Source: an optimization exercise on an open RTL-to-GDS flow (aim: small area). Production flows keep margins and buffers that such runs may drop.
Function was checked by simulation only, so behaviour that the tests miss may differ from the original.
No activity file was given, so power comes from the tool's default toggle rates.

==> inputs of v1 <==
// mem_issue_sched
module mem_issue_sched #(
  parameter int NLD = 4,
  parameter int NST = 4
) (
  input  logic        clock,
  input  logic        resetn,
  input  logic        alloc_valid,
  input  logic        alloc_store,
  input  logic [31:0] alloc_address,
  input  logic [31:0] alloc_data,
  input  logic [4:0]  alloc_dst,
  output logic        rs_lok,
  output logic        rs_sok,
  output logic        rs_free,
  output logic        mem_req,
  output logic        mem_we,
  output logic [31:0] mem_addr,
  output logic [31:0] mem_wdata,
  input  logic        mem_ack,
  input  logic [31:0] mem_rdata,
  output logic [63:0] out_databus,
  output logic        write_databus,
  output logic [4:0]  out_dst,
  output logic [31:0] out_dst_data,
  output logic        write_dst
);
==> module mem_issue_sched, before the edit <==
module mem_issue_sched #(
  parameter int NLD = 4,
  parameter int NST = 4
) (
  input  logic        clock,
  input  logic        resetn,
  input  logic        alloc_valid,
  input  logic        alloc_store,
  input  logic [31:0] alloc_address,
  input  logic [31:0] alloc_data,
  input  logic [4:0]  alloc_dst,
  output logic        rs_lok,
  output logic        rs_sok,
  output logic        rs_free,
  output logic        mem_req,
  output logic        mem_we,
  output logic [31:0] mem_addr,
  output logic [31:0] mem_wdata,
  input  logic        mem_ack,
  input  logic [31:0] mem_rdata,
  output logic [63:0] out_databus,
  output logic        write_databus,
  output logic [4:0]  out_dst,
  output logic [31:0] out_dst_data,
  output logic        write_dst
);
  localparam int NAQ = NLD + NST;
  logic [NAQ-1:0] aq_v;
  logic [NAQ-1:0] aq_t;
  logic [31:0]    aq_a [NAQ];
  logic [NST-1:0] sq_v;
  logic [31:0]    sq_d [NST];
  logic [NLD-1:0] lq_v;
  logic [4:0]     lq_d [NLD];
  logic        done_q;    
  logic [31:0] rdata_q;   
  logic push_st, push_ld, push, deq, deq_st, deq_ld;
  logic [NAQ-1:0] aq_m;
  logic [NST-1:0] sq_m;
  logic [NLD-1:0] lq_m;
  assign rs_lok  = ~&lq_v;
  assign rs_sok  = ~&sq_v;
  assign rs_free = ~|lq_v && ~|sq_v;
  assign push_st = alloc_valid && alloc_store && rs_sok;
  assign push_ld = alloc_valid && !alloc_store && rs_lok;
  assign push    = push_st || push_ld;
  assign deq    = done_q;
  assign deq_st = done_q && aq_t[0];
  assign deq_ld = done_q && !aq_t[0];
  always_comb begin
    aq_m[0] = !aq_v[0] || deq;
    for (int i = 1; i < NAQ; i++) aq_m[i] = !aq_v[i] || aq_m[i-1];
    sq_m[0] = !sq_v[0] || deq_st;
    for (int i = 1; i < NST; i++) sq_m[i] = !sq_v[i] || sq_m[i-1];
    lq_m[0] = !lq_v[0] || deq_ld;
    for (int i = 1; i < NLD; i++) lq_m[i] = !lq_v[i] || lq_m[i-1];
  end
  always_ff @(posedge clock) begin
    for (int i = 0; i < NAQ - 1; i++)
      if (aq_m[i]) begin
        aq_a[i] <= aq_a[i+1];
        aq_t[i] <= aq_t[i+1];
      end
    if (aq_m[NAQ-1]) begin
      aq_a[NAQ-1] <= alloc_address;
      aq_t[NAQ-1] <= alloc_store;
    end
    for (int i = 0; i < NST - 1; i++)
      if (sq_m[i]) sq_d[i] <= sq_d[i+1];
    if (sq_m[NST-1]) sq_d[NST-1] <= alloc_data;
    for (int i = 0; i < NLD - 1; i++)
      if (lq_m[i]) lq_d[i] <= lq_d[i+1];
    if (lq_m[NLD-1]) lq_d[NLD-1] <= alloc_dst;
    rdata_q <= mem_rdata;
  end
  always_ff @(posedge clock) begin
    if (!resetn) begin
      aq_v   <= '0;
      sq_v   <= '0;
      lq_v   <= '0;
      done_q <= 1'b0;
    end else begin
      for (int i = 0; i < NAQ - 1; i++)
        if (aq_m[i]) aq_v[i] <= aq_v[i+1];
      if (aq_m[NAQ-1]) aq_v[NAQ-1] <= push;
      for (int i = 0; i < NST - 1; i++)
        if (sq_m[i]) sq_v[i] <= sq_v[i+1];
      if (sq_m[NST-1]) sq_v[NST-1] <= push_st;
      for (int i = 0; i < NLD - 1; i++)
        if (lq_m[i]) lq_v[i] <= lq_v[i+1];
      if (lq_m[NLD-1]) lq_v[NLD-1] <= push_ld;
      done_q <= mem_req && mem_ack;
    end
  end
  assign mem_req       = aq_v[0] && !done_q && (aq_t[0] ? sq_v[0] : lq_v[0]);
  assign mem_we        = aq_t[0];
  assign mem_addr      = aq_a[0];
  assign mem_wdata     = sq_d[0];
  assign write_databus = done_q;
  assign write_dst     = done_q && !aq_t[0];
  assign out_databus   = {14'b0, aq_t[0], !aq_t[0], 16'b0, aq_a[0]};
  assign out_dst       = lq_d[0];
  assign out_dst_data  = rdata_q;
endmodule
Settings: LEC_CHECK=0, CAP_MARGIN=20, CORE_MARGIN=2, CORE_UTILIZATION=40, SLEW_MARGIN=20; clock period 8.0 ns.
run.sh (not shown) runs the stock make flow with config.mk's settings and CLKGATE_MAP_FILE= SYNTH_SCRIPT=/design/flow/synth_recipe.tcl, a recipe that flattens the netlist after the stock synthesis.
==> v25 (differences from v1) <==
--- a/flow/design.v
+++ b/flow/design.v
@@ -94,3 +94,3 @@
   end
-  assign mem_req       = aq_v[0] && !done_q && (aq_t[0] ? sq_v[0] : lq_v[0]);
+  assign mem_req       = aq_v[0] && !done_q;
   assign mem_we        = aq_t[0];
==> flow/flow/run.sh (new file) <==
#!/bin/bash
# The standard layout with two changes: the smallest buffer on every input and output port
# instead of the one buffer_ports picks by default, and a clock tree of small clock buffers
# without dummy loads. Each step's full log stays under orfs/logs/; make's own output goes to
# standard_finish.log in the work folder.
set -euo pipefail
export BUFFER_PORTS_ARGS="-buffer_cell sky130_fd_sc_hd__buf_1"
export SKIP_REPAIR_TIE_FANOUT=1
export CTS_ARGS="-sink_clustering_enable -repair_clock_nets -buf_list sky130_fd_sc_hd__clkbuf_4 -sink_clustering_size 10 -sink_clustering_max_diameter 50 -dont_use_dummy_load"
bash standard.sh finish > standard_finish.log 2>&1
==> flow/standard.sh (new file) <==
#!/bin/bash
# synth_recipe.tcl (not shown) runs the flow's synth.tcl, then flattens the netlist and writes it again
# the make line also repeats each setting of config.mk as NAME=value (left out here)
make -C /OpenROAD-flow-scripts/flow DESIGN_CONFIG=/design/flow/config.mk WORK_HOME=/design/flow/orfs CLKGATE_MAP_FILE= SYNTH_SCRIPT=/design/flow/synth_recipe.tcl "${@:-finish}"
Settings changed: ABC_AREA set to 1, CAP_MARGIN 20 to 0, CORE_UTILIZATION 40 to 80, SLEW_MARGIN 20 to 0.
removed: flow/run.sh
==> results.txt <==
status did not finish; Synth Area in Compound Gates 0.00536; syn avg cell area 23.8 um^2; Initial Util 0.820; last step reached detailed placement; mux cell area share after synthesis 0; # rows 48; most frequent cells after synthesis 412 x edfxtp_1, 63 x buf_4, 49 x dfxtp_1; Yosys cell types 24; stop err [ERROR DPL-0033] detailed placement checks failed during check placement.
-- figures above: v25

==> results.txt <==
# rows between 60 and 70; worst flop-to-flop path startpoint done_q; Synth Area in Compound Gates 0.00985; most frequent cells after synthesis 412 x edfxtp_1, 63 x buf_4, 49 x dfxtp_1; Yosys cell types 31; Initial Util 0.403; Top Registers aq_a: 256 flops, sq_d: 128 flops, rdata_q: 32 flops; setup_tns 0 ns; uppermost routed layer met4; status timing/DRC/antenna clean; main flop type after synthesis edfxtp_1; mux cell area share after synthesis 0.000703
-- figures above: v1



==> build 92 <==
==> flow/design.v <==
module mem_issue_sched #(
  parameter int NLD = 4,
  parameter int NST = 4
) (
  input  logic        clock,
  input  logic        resetn,
  input  logic        alloc_valid,
  input  logic        alloc_store,
  input  logic [31:0] alloc_address,
  input  logic [31:0] alloc_data,
  input  logic [4:0]  alloc_dst,
  output logic        rs_lok,
  output logic        rs_sok,
  output logic        rs_free,
  output logic        mem_req,
  output logic        mem_we,
  output logic [31:0] mem_addr,
  output logic [31:0] mem_wdata,
  input  logic        mem_ack,
  input  logic [31:0] mem_rdata,
  output logic [63:0] out_databus,
  output logic        write_databus,
  output logic [4:0]  out_dst,
  output logic [31:0] out_dst_data,
  output logic        write_dst
);
  localparam int NAQ = NLD + NST;
  logic [NAQ-1:0] aq_v;
  logic [NAQ-1:0] aq_t;
  logic [31:0]    aq_a [NAQ];
  logic [NST-1:0] sq_v;
  logic [31:0]    sq_d [NST];
  logic [NLD-1:0] lq_v;
  logic [4:0]     lq_d [NLD];
  logic        done_q;    
  logic [31:0] rdata_q;   
  logic push_st, push_ld, push, deq, deq_st, deq_ld;
  logic [NAQ-1:0] aq_m;
  logic [NST-1:0] sq_m;
  logic [NLD-1:0] lq_m;
  assign rs_lok  = ~&lq_v;
  assign rs_sok  = ~&sq_v;
  assign rs_free = ~|lq_v && ~|sq_v;
  assign push_st = alloc_valid && alloc_store && rs_sok;
  assign push_ld = alloc_valid && !alloc_store && rs_lok;
  assign push    = push_st || push_ld;
  assign deq    = done_q;
  assign deq_st = done_q && aq_t[0];
  assign deq_ld = done_q && !aq_t[0];
  always_comb begin
    aq_m[0] = !aq_v[0] || deq;
    for (int i = 1; i < NAQ; i++) aq_m[i] = !aq_v[i] || aq_m[i-1];
    sq_m[0] = !sq_v[0] || deq_st;
    for (int i = 1; i < NST; i++) sq_m[i] = !sq_v[i] || sq_m[i-1];
    lq_m[0] = !lq_v[0] || deq_ld;
    for (int i = 1; i < NLD; i++) lq_m[i] = !lq_v[i] || lq_m[i-1];
  end
  always_ff @(posedge clock) begin
    for (int i = 0; i < NAQ - 1; i++)
      if (aq_m[i]) begin
        aq_a[i] <= aq_a[i+1];
        aq_t[i] <= aq_t[i+1];
      end
    if (aq_m[NAQ-1]) begin
      aq_a[NAQ-1] <= alloc_address;
      aq_t[NAQ-1] <= alloc_store;
    end
    for (int i = 0; i < NST - 1; i++)
      if (sq_m[i]) sq_d[i] <= sq_d[i+1];
    if (sq_m[NST-1]) sq_d[NST-1] <= alloc_data;
    for (int i = 0; i < NLD - 1; i++)
      if (lq_m[i]) lq_d[i] <= lq_d[i+1];
    if (lq_m[NLD-1]) lq_d[NLD-1] <= alloc_dst;
    rdata_q <= mem_rdata;
  end
  always_ff @(posedge clock) begin
    if (!resetn) begin
      aq_v   <= '0;
      sq_v   <= '0;
      lq_v   <= '0;
      done_q <= 1'b0;
    end else begin
      for (int i = 0; i < NAQ - 1; i++)
        if (aq_m[i]) aq_v[i] <= aq_v[i+1];
      if (aq_m[NAQ-1]) aq_v[NAQ-1] <= push;
      for (int i = 0; i < NST - 1; i++)
        if (sq_m[i]) sq_v[i] <= sq_v[i+1];
      if (sq_m[NST-1]) sq_v[NST-1] <= push_st;
      for (int i = 0; i < NLD - 1; i++)
        if (lq_m[i]) lq_v[i] <= lq_v[i+1];
      if (lq_m[NLD-1]) lq_v[NLD-1] <= push_ld;
      done_q <= mem_req && mem_ack;
    end
  end
  assign mem_req       = aq_v[0] && !done_q && (aq_t[0] ? sq_v[0] : lq_v[0]);
  assign mem_we        = aq_t[0];
  assign mem_addr      = aq_a[0];
  assign mem_wdata     = sq_d[0];
  assign write_databus = done_q;
  assign write_dst     = done_q && !aq_t[0];
  assign out_databus   = {14'b0, aq_t[0], !aq_t[0], 16'b0, aq_a[0]};
  assign out_dst       = lq_d[0];
  assign out_dst_data  = rdata_q;
endmodule
==> flow/flow/run.sh <==
#!/bin/bash
# The standard layout, with the smallest buffer on every input and output port instead of the
# one buffer_ports picks by default. Each step's full log stays under orfs/logs/; make's own
# output goes to standard_finish.log in the work folder.
set -euo pipefail
export BUFFER_PORTS_ARGS="-buffer_cell sky130_fd_sc_hd__buf_1"
bash standard.sh finish > standard_finish.log 2>&1
==> flow/standard.sh <==
#!/bin/bash
# synth_recipe.tcl (not shown) runs the flow's synth.tcl, then flattens the netlist and writes it again
# the make line also repeats each setting of config.mk as NAME=value (left out here)
make -C /OpenROAD-flow-scripts/flow DESIGN_CONFIG=/design/flow/config.mk WORK_HOME=/design/flow/orfs CLKGATE_MAP_FILE= SYNTH_SCRIPT=/design/flow/synth_recipe.tcl "${@:-finish}"
==> flow/config.mk <==
export PLATFORM = sky130hd
export DESIGN_NAME = mem_issue_sched
export DESIGN_NICKNAME = mem_issue_sched
export VERILOG_FILES = /design/flow/design.v
export SDC_FILE = /design/flow/constraint.sdc
export NUM_CORES = 4
export LEC_CHECK = 0
export CAP_MARGIN = 20
export CORE_MARGIN = 2
export CORE_UTILIZATION = 40
export CTS_BUF_LIST = sky130_fd_sc_hd__clkbuf_4 sky130_fd_sc_hd__clkbuf_8
export SLEW_MARGIN = 20
==> flow/constraint.sdc <==
create_clock -name core_clock -period 8.0 [get_ports {clock}]
set_input_delay 1.6000 -clock core_clock [delete_from_list [all_inputs] [get_ports {clock}]]
set_output_delay 1.6000 -clock core_clock [all_outputs]
set_load 0.01 [all_outputs]
==> build 56 (differences from build 92) <==
--- a/flow/design.v
+++ b/flow/design.v
@@ -94,3 +94,3 @@
   end
-  assign mem_req       = aq_v[0] && !done_q && (aq_t[0] ? sq_v[0] : lq_v[0]);
+  assign mem_req       = aq_v[0] && !done_q;
   assign mem_we        = aq_t[0];
==> flow/flow/run.sh (replaced) <==
#!/bin/bash
# The standard layout with two changes: the smallest buffer on every input and output port
# instead of the one buffer_ports picks by default, and a clock tree of small clock buffers
# without dummy loads. Each step's full log stays under orfs/logs/; make's own output goes to
# standard_finish.log in the work folder.
set -euo pipefail
export BUFFER_PORTS_ARGS="-buffer_cell sky130_fd_sc_hd__buf_1"
export SKIP_REPAIR_TIE_FANOUT=1
export CTS_ARGS="-sink_clustering_enable -repair_clock_nets -buf_list sky130_fd_sc_hd__clkbuf_4 -sink_clustering_size 10 -sink_clustering_max_diameter 50 -dont_use_dummy_load"
bash standard.sh finish > standard_finish.log 2>&1
==> flow/config.mk (replaced) <==
export PLATFORM = sky130hd
export DESIGN_NAME = mem_issue_sched
export DESIGN_NICKNAME = mem_issue_sched
export VERILOG_FILES = /design/flow/design.v
export SDC_FILE = /design/flow/constraint.sdc
export NUM_CORES = 4
export LEC_CHECK = 0
export ABC_AREA = 1
export CAP_MARGIN = 0
export CORE_MARGIN = 2
export CORE_UTILIZATION = 65
export SLEW_MARGIN = 0
==> trial 7 (differences from build 92) <==
--- a/flow/design.v
+++ b/flow/design.v
@@ -94,3 +94,3 @@
   end
-  assign mem_req       = aq_v[0] && !done_q && (aq_t[0] ? sq_v[0] : lq_v[0]);
+  assign mem_req       = aq_v[0] && !done_q;
   assign mem_we        = aq_t[0];
==> flow/run.sh (new file) <==
#!/bin/bash
# synth_recipe.tcl (not shown) runs the flow's synth.tcl, then flattens the netlist and writes it again
# the make line also repeats each setting of config.mk as NAME=value (left out here)
make -C /OpenROAD-flow-scripts/flow DESIGN_CONFIG=/design/flow/config.mk WORK_HOME=/design/flow/orfs CLKGATE_MAP_FILE= SYNTH_SCRIPT=/design/flow/synth_recipe.tcl finish
--- a/flow/config.mk
+++ b/flow/config.mk
@@ -7,6 +7,9 @@
 export LEC_CHECK = 0
+export ABC_AREA = 1
 export CAP_MARGIN = 20
 export CORE_MARGIN = 2
-export CORE_UTILIZATION = 40
-export CTS_BUF_LIST = sky130_fd_sc_hd__clkbuf_4 sky130_fd_sc_hd__clkbuf_8
+export CORE_UTILIZATION = 65
+export CTS_BUF_LIST = sky130_fd_sc_hd__clkbuf_4
+export CTS_CLUSTER_DIAMETER = 50
+export CTS_CLUSTER_SIZE = 10
 export SLEW_MARGIN = 20
removed: flow/flow/run.sh
removed: flow/standard.sh
==> build 35 (differences from build 92) <==
--- a/flow/design.v
+++ b/flow/design.v
@@ -94,3 +94,3 @@
   end
-  assign mem_req       = aq_v[0] && !done_q && (aq_t[0] ? sq_v[0] : lq_v[0]);
+  assign mem_req       = aq_v[0] && !done_q;
   assign mem_we        = aq_t[0];
==> flow/flow/run.sh (replaced) <==
#!/bin/bash
# The standard layout with two changes: the smallest buffer on every input and output port
# instead of the one buffer_ports picks by default, and a clock tree of small clock buffers
# without dummy loads. Each step's full log stays under orfs/logs/; make's own output goes to
# standard_finish.log in the work folder.
set -euo pipefail
export BUFFER_PORTS_ARGS="-buffer_cell sky130_fd_sc_hd__buf_1"
export SKIP_REPAIR_TIE_FANOUT=1
export CTS_ARGS="-sink_clustering_enable -repair_clock_nets -buf_list sky130_fd_sc_hd__clkbuf_4 -sink_clustering_size 10 -sink_clustering_max_diameter 50 -dont_use_dummy_load"
bash standard.sh finish > standard_finish.log 2>&1
==> flow/config.mk (replaced) <==
export PLATFORM = sky130hd
export DESIGN_NAME = mem_issue_sched
export DESIGN_NICKNAME = mem_issue_sched
export VERILOG_FILES = /design/flow/design.v
export SDC_FILE = /design/flow/constraint.sdc
export NUM_CORES = 4
export LEC_CHECK = 0
export ABC_AREA = 1
export CAP_MARGIN = 0
export CORE_MARGIN = 2
export CORE_UTILIZATION = 72
export SLEW_MARGIN = 0
==> results.tsv <==
stage	metric	value	unit
run_status	status	timing/DRC/antenna clean	
setup_path	cpLargestDelayFamily	simple AND/OR/NAND/NOR gates	
synthesis	syn_area	14200	µm²
placed_design	dp_cells	1050	
floorplan	start_util	0.733	
pwr	total_power	3.78	mW
That was build 35.
==> results.tsv <==
stage	metric	value	unit
pwr	p_switching	0.744	mW
run_status	status	timing/DRC/antenna clean	
pwr	total_power	4.10	mW
setup_path	cpLargestDelayFamily	buffers and inverters	
clocking	cts_tree	built	
placed_design	dp_cells	1095	
That was trial 7.
==> results.tsv <==
stage	metric	value	unit
placed_design	dp_cells	1065	
pwr	total_power	3.78	mW
run_status	status	timing/DRC/antenna clean	
floorplan	start_util	0.658	
setup_path	cpLargestDelayFamily	buffers and inverters	
synthesis	syn_area	14200	µm²
That was build 56.
==> results.tsv <==
stage	metric	value	unit
run_status	status	timing/DRC/antenna clean	
synthesis	syn_area	14200	µm²
pwr	total_power	4.78	mW
floorplan	start_util	0.403	
placed_design	dp_cells	1269	
setup_path	rrSetupSlack	5.02	ns
setup_path	cpLargestDelayFamily	simple AND/OR/NAND/NOR gates	
That was build 92.

==> static timing again, ports no longer ideal <==
Ports are ideal in the flow. The routed layouts listed here were re-timed in OpenROAD.
Step 1: set_driving_cell puts a clkbuf_16 on clock and a buf_2 on each other input, an assumption about the parent block.
Step 2, shift: input delay + t, output delay - t, t = (earliest + latest rising clock arrival at the registers) / 2. This alone moves slack from input paths to output paths.
a / b / c = no drivers / after step 1 / after step 2; a / b = the first two.
run | t, ns | setup slack, ns | hold slack, ns
v1 | 0.583 | 3.927 / 3.876 / 4.459 | 0.411 / 0.411 / 0.411
build 92 | 0.625 | 4.145 / 4.099 / 4.724 | 0.399 / 0.399 / 0.399
build 56 | 0.691 | 4.635 / 4.595 / 5.120 | 0.399 / 0.399 / 0.399
trial 7 | 0.694 | 4.253 / 4.215 / 4.909 | 0.415 / 0.415 / 0.415
build 35 | 0.660 | 4.733 / 4.693 / 5.126 | 0.407 / 0.407 / 0.407
After both steps every run listed still meets setup and hold.
